This design comes from an exercise in tuning for small area and a short achievable clock period on the open sky130 flow, not from production work. Function was checked by simulation only, so behaviour that the tests miss may differ from the original. Power and IR drop assume default switching activity.

==> design/flow/design.v <==
package mips_id_pkg;
    typedef logic [31:0] word_t;       
    typedef logic [4:0]  reg_addr_t;
    typedef logic [15:0] imm16_t;
    typedef logic [25:0] jaddr_t;      
    typedef logic [2:0]  credit_t;
endpackage
`timescale 1ns/1ps
module id_control (
    input  logic [31:0] inst,
    output logic        zext,        
    output logic        is_jabs,     
    output logic        is_jreg,     
    output logic        is_link,     
    output logic        is_lui,
    output logic        is_slt,      
    output logic        cmp_imm,     
    output logic        cmp_signed,  
    output logic        is_uncond,   
    output logic        is_regimm,
    output logic        is_beq,
    output logic        is_bne,
    output logic        is_blez,
    output logic        is_bgtz
);
    logic [5:0] op;
    logic [5:0] fn;
    logic       special;
    assign op      = inst[31:26];
    assign fn      = inst[5:0];
    assign special = (op == 6'h00);
    assign zext       = (op == 6'h0c) || (op == 6'h0d) || (op == 6'h0e);
    assign is_jabs    = (op == 6'h02) || (op == 6'h03);
    assign is_jreg    = special && ((fn == 6'h08) || (fn == 6'h09));
    assign is_link    = (op == 6'h03) || (special && (fn == 6'h09));
    assign is_lui     = (op == 6'h0f);
    assign is_slt     = (special && ((fn == 6'h2a) || (fn == 6'h2b)))
                     || (op == 6'h0a) || (op == 6'h0b);
    assign cmp_imm    = !special;
    assign cmp_signed = special ? (fn == 6'h2a) : (op == 6'h0a);
    assign is_uncond  = is_jabs || is_jreg;
    assign is_regimm  = (op == 6'h01);
    assign is_beq     = (op == 6'h04);
    assign is_bne     = (op == 6'h05);
    assign is_blez    = (op == 6'h06);
    assign is_bgtz    = (op == 6'h07);
endmodule
`timescale 1ns/1ps
module rf_aoi222 (
    input  logic a1, a2, b1, b2, c1, c2,
    output logic y
);
    assign y = !((a1 & a2) | (b1 & b2) | (c1 & c2));
endmodule
module rf_aoi22 (
    input  logic a1, a2, b1, b2,
    output logic y
);
    assign y = !((a1 & a2) | (b1 & b2));
endmodule
module rf_nand4 (
    input  logic a, b, c, d,
    output logic y
);
    assign y = !(a & b & c & d);
endmodule
module rf_nand3 (
    input  logic a, b, c,
    output logic y
);
    assign y = !(a & b & c);
endmodule
module rf_or3 (
    input  logic a, b, c,
    output logic y
);
    assign y = a | b | c;
endmodule
module rf_read_bit (
    input  logic [31:0] sel,
    input  logic [31:0] d,
    output logic        y
);
    logic [10:0] n;
    logic [2:0]  p;
    for (genvar k = 0; k < 10; k++) begin : g_aoi
        rf_aoi222 u (.a1(sel[3*k]), .a2(d[3*k]), .b1(sel[3*k+1]), .b2(d[3*k+1]),
                     .c1(sel[3*k+2]), .c2(d[3*k+2]), .y(n[k]));
    end
    rf_aoi22 u_last (.a1(sel[30]), .a2(d[30]), .b1(sel[31]), .b2(d[31]), .y(n[10]));
    rf_nand4 u_p0 (.a(n[0]), .b(n[1]), .c(n[2]), .d(n[3]), .y(p[0]));
    rf_nand4 u_p1 (.a(n[4]), .b(n[5]), .c(n[6]), .d(n[7]), .y(p[1]));
    rf_nand3 u_p2 (.a(n[8]), .b(n[9]), .c(n[10]), .y(p[2]));
    rf_or3   u_y  (.a(p[0]), .b(p[1]), .c(p[2]), .y(y));
endmodule
module register_file (
    input  logic        clk,
    input  logic        arst_n,
    input  logic [4:0]  rs_addr,
    input  logic [4:0]  rt_addr,
    input  logic        wb_en,
    input  logic [4:0]  wb_addr,
    input  logic [31:0] wb_data,
    output logic [31:0] rs_val,
    output logic [31:0] rt_val
);
    logic [31:1]       valid;
    logic [31:0]       regs [1:31];
    logic [31:1]       we;
    logic [31:0]       rs_sel;
    logic [31:0]       rt_sel;
    logic              wr_en;
    assign wr_en = wb_en && (wb_addr != 5'd0);
    assign rs_sel[0] = wr_en && (wb_addr == rs_addr);
    assign rt_sel[0] = wr_en && (wb_addr == rt_addr);
    for (genvar i = 1; i < 32; i++) begin : g_reg
        assign we[i]     = wb_en && (wb_addr == 5'(i));
        assign rs_sel[i] = valid[i] && !we[i] && (rs_addr == 5'(i));
        assign rt_sel[i] = valid[i] && !we[i] && (rt_addr == 5'(i));
        always_ff @(posedge clk or negedge arst_n) begin
            if (!arst_n) valid[i] <= 1'b0;
            else if (we[i]) valid[i] <= 1'b1;
        end
        always_ff @(posedge clk) begin
            if (we[i]) regs[i] <= wb_data;
        end
    end
    for (genvar b = 0; b < 32; b++) begin : g_bit
        logic [31:0] d;
        assign d[0] = wb_data[b];
        for (genvar i = 1; i < 32; i++) begin : g_d
            assign d[i] = regs[i][b];
        end
        rf_read_bit u_rs (.sel(rs_sel), .d(d), .y(rs_val[b]));
        rf_read_bit u_rt (.sel(rt_sel), .d(d), .y(rt_val[b]));
    end
endmodule
`timescale 1ns/1ps
module cmp_tree (
    input  logic [31:0] a,
    input  logic [31:0] b,
    output logic        lt,
    output logic        eq
);
    logic [31:0] l0, e0;
    logic [15:0] l1, e1;
    logic [7:0]  l2, e2;
    logic [3:0]  l3, e3;
    logic [1:0]  l4, e4;
    assign l0 = ~a & b;
    assign e0 = ~(a ^ b);
    for (genvar i = 0; i < 16; i++) begin : g1
        assign l1[i] = l0[2*i+1] | (e0[2*i+1] & l0[2*i]);
        assign e1[i] = e0[2*i+1] & e0[2*i];
    end
    for (genvar i = 0; i < 8; i++) begin : g2
        assign l2[i] = l1[2*i+1] | (e1[2*i+1] & l1[2*i]);
        assign e2[i] = e1[2*i+1] & e1[2*i];
    end
    for (genvar i = 0; i < 4; i++) begin : g3
        assign l3[i] = l2[2*i+1] | (e2[2*i+1] & l2[2*i]);
        assign e3[i] = e2[2*i+1] & e2[2*i];
    end
    for (genvar i = 0; i < 2; i++) begin : g4
        assign l4[i] = l3[2*i+1] | (e3[2*i+1] & l3[2*i]);
        assign e4[i] = e3[2*i+1] & e3[2*i];
    end
    assign lt = l4[1] | (e4[1] & l4[0]);
    assign eq = e4[1] & e4[0];
endmodule
module branch_unit (
    input  logic [31:0] rs_val,
    input  logic [31:0] rt_val,
    input  logic [15:0] imm,
    input  logic        rt0,         
    input  logic        cmp_imm,
    input  logic        cmp_signed,
    input  logic        is_uncond,
    input  logic        is_regimm,
    input  logic        is_beq,
    input  logic        is_bne,
    input  logic        is_blez,
    input  logic        is_bgtz,
    output logic        lt,
    output logic        jump
);
    logic [31:0] cmp_b;
    logic        eq;
    logic        rs_zero;
    logic        rs_neg;
    assign cmp_b = cmp_imm ? {{16{imm[15]}}, imm} : rt_val;
    cmp_tree lt_i (
        .a({rs_val[31] ^ cmp_signed, rs_val[30:0]}), .b({cmp_b[31] ^ cmp_signed, cmp_b[30:0]}),
        .lt(lt), .eq()
    );
    assign eq = (rs_val == rt_val);
    assign rs_zero = ~|rs_val;
    assign rs_neg  = rs_val[31];
    assign jump = is_uncond
               || (is_regimm && (rt0 ? !rs_neg : rs_neg))
               || (is_beq && eq)
               || (is_bne && !eq)
               || (is_blez && (rs_neg || rs_zero))
               || (is_bgtz && !rs_neg && !rs_zero);
endmodule
`timescale 1ns/1ps
module operand_unit (
    input  logic [31:0] inst,
    input  logic [31:0] pc4,
    input  logic        zext,
    input  logic        is_jabs,
    input  logic        is_link,
    input  logic        is_lui,
    output logic [31:0] target_pre,   
    output logic [31:0] do_pre        
);
    logic [31:0] imm_ext;
    logic [29:0] offset;
    logic [31:0] sum;
    assign imm_ext = {{16{inst[15] & !zext}}, inst[15:0]};
    assign offset  = is_link ? 30'd1 : imm_ext[29:0];
    assign sum     = pc4 + {offset, 2'b00};
    assign target_pre = is_jabs ? {pc4[31:28], inst[25:0], 2'b00} : sum;
    assign do_pre = is_link ? sum
                  : is_lui  ? {inst[15:0], 16'h0000}
                  : 32'd0;
endmodule
`timescale 1ns/1ps
module id_stage (
    input  logic        clk,
    input  logic        arst_n,
    input  logic        in_valid,
    input  logic        credit_return,
    input  logic [31:0] in_inst,
    input  logic [31:0] rs_val,
    input  logic [31:0] rt_val,
    input  logic [31:0] target,
    input  logic [31:0] do_val,
    input  logic        jump,
    input  logic        imm_hi,
    output logic        in_ready,
    output logic        out_valid,
    output logic [31:0] inst_q,
    output logic [31:0] rs_q,
    output logic [31:0] rt_q,
    output logic [31:0] target_q,
    output logic [31:0] do_q,
    output logic        jump_q,
    output logic        imm_hi_q
);
    logic [2:0] credits;
    logic       accept;
    logic       credit_inc;
    assign in_ready   = (credits != 3'd0);
    assign accept     = in_valid && in_ready;
    assign credit_inc = credit_return && (credits != 3'(4));
    always_ff @(posedge clk or negedge arst_n) begin
        if (!arst_n) begin
            credits <= 3'(4);
        end else begin
            case ({accept, credit_inc})
                2'b10:   credits <= credits - 3'd1;
                2'b01:   credits <= credits + 3'd1;
                default: credits <= credits;    
            endcase
        end
    end
    always_ff @(posedge clk or negedge arst_n) begin
        if (!arst_n) out_valid <= 1'b0;
        else         out_valid <= accept;
    end
    always_ff @(posedge clk) begin
        inst_q   <= in_inst;
        rs_q     <= rs_val;
        rt_q     <= rt_val;
        target_q <= target;
        do_q     <= do_val;
        jump_q   <= jump;
        imm_hi_q <= imm_hi;
    end
endmodule
`timescale 1ns/1ps
module mips_id_top (
    input  logic        clk,
    input  logic        arst_n,
    input  logic        in_valid,
    input  logic [31:0] in_inst,
    input  logic [31:0] in_pc4,
    input  logic        wb_en,
    input  logic [4:0]  wb_addr,
    input  logic [31:0] wb_data,
    input  logic        credit_return,
    output logic        in_ready,
    output logic        out_valid,
    output logic [31:0] out_inst,
    output logic [31:0] out_rs_val,
    output logic [31:0] out_rt_val,
    output logic [31:0] out_imm,
    output logic [31:0] out_do,
    output logic        out_jump,
    output logic [31:0] out_target
);
    logic [31:0] rs_val, rt_val;
    logic [31:0] target_pre, do_pre;
    logic [31:0] inst_q;
    logic        zext, jabs, jreg, link, lui, slt, cmp_imm, cmp_signed, uncond;
    logic        regimm, beq, bne, blez, bgtz;
    logic        imm_hi_q;
    logic        lt, jump;
    register_file register_file_i (
        .clk(clk), .arst_n(arst_n),
        .rs_addr(in_inst[25:21]), .rt_addr(in_inst[20:16]),
        .wb_en(wb_en), .wb_addr(wb_addr), .wb_data(wb_data),
        .rs_val(rs_val), .rt_val(rt_val)
    );
    id_control in_ctl_i (
        .inst(in_inst), .zext(zext), .is_jabs(jabs), .is_jreg(jreg), .is_link(link),
        .is_lui(lui), .is_slt(slt), .cmp_imm(cmp_imm), .cmp_signed(cmp_signed),
        .is_uncond(uncond), .is_regimm(regimm), .is_beq(beq), .is_bne(bne),
        .is_blez(blez), .is_bgtz(bgtz)
    );
    operand_unit operand_unit_i (
        .inst(in_inst), .pc4(in_pc4), .zext(zext), .is_jabs(jabs), .is_link(link),
        .is_lui(lui), .target_pre(target_pre), .do_pre(do_pre)
    );
    branch_unit branch_unit_i (
        .rs_val(rs_val), .rt_val(rt_val), .imm(in_inst[15:0]), .rt0(in_inst[16]),
        .cmp_imm(cmp_imm), .cmp_signed(cmp_signed), .is_uncond(uncond),
        .is_regimm(regimm), .is_beq(beq), .is_bne(bne), .is_blez(blez),
        .is_bgtz(bgtz), .lt(lt), .jump(jump)
    );
    id_stage id_stage_i (
        .clk(clk), .arst_n(arst_n), .in_valid(in_valid), .credit_return(credit_return),
        .in_inst(in_inst), .rs_val(rs_val), .rt_val(rt_val),
        .target(jreg ? rs_val : target_pre),
        .do_val({do_pre[31:1], do_pre[0] | (slt & lt)}), .jump(jump),
        .in_ready(in_ready), .out_valid(out_valid), .inst_q(inst_q),
        .rs_q(out_rs_val), .rt_q(out_rt_val), .target_q(out_target), .do_q(out_do),
        .jump_q(out_jump), .imm_hi(in_inst[15] & !zext), .imm_hi_q(imm_hi_q)
    );
    assign out_inst = inst_q;
    assign out_imm  = {{16{imm_hi_q}}, inst_q[15:0]};
endmodule
==> design/flow/run.sh <==
#!/bin/bash
# synth_recipe.tcl (not shown) runs the flow's synth.tcl, then flattens the netlist and writes it again
# the make line also repeats each setting of config.mk as NAME=value (left out here)
make -C /OpenROAD-flow-scripts/flow DESIGN_CONFIG=/design/flow/config.mk WORK_HOME=/design/flow/orfs CLKGATE_MAP_FILE= SYNTH_SCRIPT=/design/flow/synth_recipe.tcl finish
==> design/flow/config.mk <==
export PLATFORM = sky130hd
export DESIGN_NAME = mips_id_top
export DESIGN_NICKNAME = mips_id_top
export VERILOG_FILES = /design/flow/design.v
export SDC_FILE = /design/flow/constraint.sdc
export NUM_CORES = 4
export LEC_CHECK = 0
export CAP_MARGIN = 20
export CORE_MARGIN = 2
export CORE_UTILIZATION = 35
export SETUP_SLACK_MARGIN = 0.4
export SLEW_MARGIN = 20
export SYNTH_HIERARCHICAL = 1
==> design/flow/constraint.sdc <==
create_clock -name core_clock -period 5.5 [get_ports {clk}]
set_input_delay 1.1000 -clock core_clock [delete_from_list [all_inputs] [get_ports {clk}]]
set_output_delay 1.1000 -clock core_clock [all_outputs]
set_load 0.01 [all_outputs]
==> results.txt <==
[worst reg2reg max path, stage by stage (launching register included)]
cell and delay, ns:
dfrtp_1 0.37, o21ai_0 0.07, buf_4 0.15, nor3_4 0.04, buf_4 0.23, buf_4 0.23
a222oi_1 0.48, nand4_1 0.43, or3_4 0.53, mux2_2 0.27, ha_1 0.30, nand2_1 0.10
nor4_2 0.06, a221o_1 0.33, a211o_1 0.33, a21o_1 0.21, a21o_1 0.15
[power groups by stage]
stage,Combinational [uW],Sequential (uW),Clock [uW]
2_1_floorplan,1110,10500,0
3_3_place_gp,3260,10400,0
3_5_place_dp,3270,10400,0
4_1_cts,3310,10200,9040
5_1_grt,3510,10200,9370
6_report,3390,10200,8940
[flip-flops by register name, indices dropped and copies added (netlist names)]
register               count
id_stage_i.rs_q           32
id_stage_i.target_q       32
id_stage_i.out_valid       1
id_stage_i.imm_hi_q        1
id_stage_i.rt_q           32
register_file_i.valid     31
id_stage_i.do_q           32
id_stage_i.credits         3
register_file_i.regs     992
id_stage_i.inst_q         32
id_stage_i.jump_q          1
[area by class of cell]
class,instances,area [sq um]
clock inverters,69,792
inverters,64,240
diodes,6,15.0
flip-flops and latches,1189,33900
repair buffers,1162,10300
clock buffers,171,3580
fillers,11892,72500
multi-input cells,1735,15600
well taps,1876,2350
[final timing paths]
| path | start | to | slack (ns) | cells past startpoint |
|---|---|---|---|---|
| worst max-delay path | in_inst[17] | id_stage_i.do_q[0] | 0.32 | 18 |
| worst min-delay path | register_file_i.valid[23] | register_file_i.valid[23] | 0.46 | 1 |
| min in group asynchronous | arst_n | id_stage_i.credits[0] | 0.49 | 1 |
| worst min register to register | register_file_i.valid[23] | register_file_i.valid[23] | 0.46 | 1 |
| max in group asynchronous | arst_n | register_file_i.valid[1] | 4.36 | 1 |
| worst max register to register | register_file_i.valid[5] | id_stage_i.do_q[0] | 1.10 | 16 |
[per-stage QoR]
stage               hold slack (ns)  total power [uW]  setup TNS (ns)
floorplan                     0.432             11600               0
global placement              0.446             13700           -2.70
detailed placement            0.445             13700           -2.61
CTS                           0.461             22600               0
global route                  0.466             23100               0
finish                        0.462             22600               0
[placed cells by master, fill, tap and decap left out, types with 35 or more instances in the layout]
master / count
dfxtp_1: 162
nor3_4: 48
clkbuf_16: 133
o21ai_0: 49
edfxtp_1: 992
nand3_1: 74
or3_1: 52
ha_1: 62
a22oi_2: 64
nand2_1: 66
a222oi_1: 640
buf_12: 63
xnor2_1: 50
clkdlybuf4s50_1: 291
buf_4: 776
mux2_2: 35
nand4_1: 150
inv_1: 59
a21oi_1: 38
[metal layers]
layer  part of all wire [%]  routed length [um]  GRT usage [%]  up-vias
li1                       -                   -              -    16430
met1                     36               74400           34.8    19983
met2                     46               96200           45.7     3202
met3                     12               25000           7.22      533
met4                    6.4               13400           15.9       20
met5                  0.058                 121              0        -
[timing repair]
item                       4_1_cts  5_1_grt
pin swaps                       35       29
gates cloned                     0        2
setup endpoints to repair        2        6
resized for setup               60       42
buffers inserted                 6        9
==> results_dict.tcl <==
set metrics [dict create \
    status "complete, no violations" \
    rows 137 \
    slowest_stage "or3_4" \
    dr.pass1.iters 13 \
    cts_tree "yes" \
    setup_ws_ns 0.322 \
    die_y_um 378 \
    worst_slew_pin_slew_ns 1.25 \
    fmax_mhz 193 \
    p_leak_uw 0.0236 \
    insertion_delay_ns 0.79 \
    fin_crit_ns 5.18 \
    worstPathRequired_ns 6.18 \
    cts_hold_buf 0 \
    gp_congestion 1.02 \
    fin_nets 4454 \
    ys_warn_count 9 \
    drc_errors 0 \
    grt_max_degree 36 \
    combPwrFrac_pct 15.0 \
    crit_buf_inv 4 \
    cp-start-kind "primary input" \
    pwr-share-seq_pct 45.3 \
    drive_gt1_share_pct 31.7 \
    die_w_um 378 \
    track_usage_pct 28.4 \
    netlist_area_sq_mm 0.0490 \
    globalRoute.totalOverflow 0 \
    finalMaxSlewViolations 0 \
    post-place-ws_ns -0.871 \
    via_per_inst 6.40 \
    finalWirelength_um 209000 \
    antenna_found_initial 19 \
    die_area_sq_mm 0.143 \
    switching_share_pct 25.7 \
    skew_ns 0.0270 \
    portBuffers 300 \
    dpl.hpwl_um 157000 \
    clkPwrFrac_pct 39.6 \
    cts_max_level 4 \
    cellPowerDensity_mw_per_mm2 338 \
    syn_inst 3070 \
    ios 301 \
    slowest_delay_ns 0.53 \
    critPathMaxFanout 16 \
    initial_core_util_pct 35.2 \
    clk_pin_slew_worst_paths_ns 0.06 \
    placed_area_sq_mm 0.0620 \
    arrival_ns 5.85 \
    place_inst 6009 \
    cts_num_sinks 1189 \
    area_growth_pct 36.3 \
    crit_family "simple AND/OR/NAND/NOR gates" \
    core-area_sq_mm 0.139 \
    finalNonFillerCells 6272 \
    cp-end-kind "flip-flop" \
    vias 40168 \
    period_share_pct 94.1 \
    final_core_util_pct 48.0 \
    p_int_uw 16800 \
    root_buffer "clkbuf_16" \
    drv_cap 0 \
    min_path_type "reg -> reg" \
    rsz0062_at_grt "true" \
    ir_worst_vdd_mv 0.345 \
    cts.path.max_buffers 3 \
    syn_nets 3240 \
    cp_cell_sequence "clkdlybuf4s50_1, buf_6, nand2b_4, or2_4, nor3_4, buf_4, buf_4, a222oi_1, nand4_1, or3_4, mux2_2, ha_1, nand2_1, nor4_2, a221o_1, a211o_1, a21o_1, a21o_1" \
    first_iter_violations 8796 \
    synth_area_per_cell_sq_um 16.0 \
    slew_headroom_pct 16.4 \
    design_area_sq_mm 0.0668 \
    path_class "in -> reg" \
    p_sw_uw 5800 \
    postRouteAntennaNets 0 \
    wl_per_cell_um 33.4 \
    setup_viol_count_final 0 \
    cts_buffers 132 \
    grt_pass1_vias 38363 \
    grt_pass1_wl_um 287000 \
    hold_viol 0 \
]

-- static timing again, ports no longer ideal --
How much do the figures lean on ideal ports? The routed layout below was timed once more, with nothing changed but the port constraints.
Step 1 (the two cells are an assumption about what drives the block):
set clk [get_ports {clk}]
set_driving_cell -lib_cell sky130_fd_sc_hd__clkbuf_16 $clk
set_driving_cell -lib_cell sky130_fd_sc_hd__buf_2 [delete_from_list [all_inputs] $clk]
Step 2 times the ports against the registers' clock, not the clock port: input delays grow and output delays shrink by t, the midpoint of the rising clock arrivals with the driver on.
Three values: ideal, step 1, step 2; two values: the first two.
t (ns): 0.858
setup WS [ns]: 0.322 / 0.359 / -0.499
hold slack, ns: 0.462 / 0.434 / 0.462
latest minus earliest clock arrival (ns): 0.032 / 0.032
Met with ideal ports but missed after step 2: setup timing in this run. The setup slack of this run moves by +0.037 ns with the drivers and by -0.821 ns with both steps.
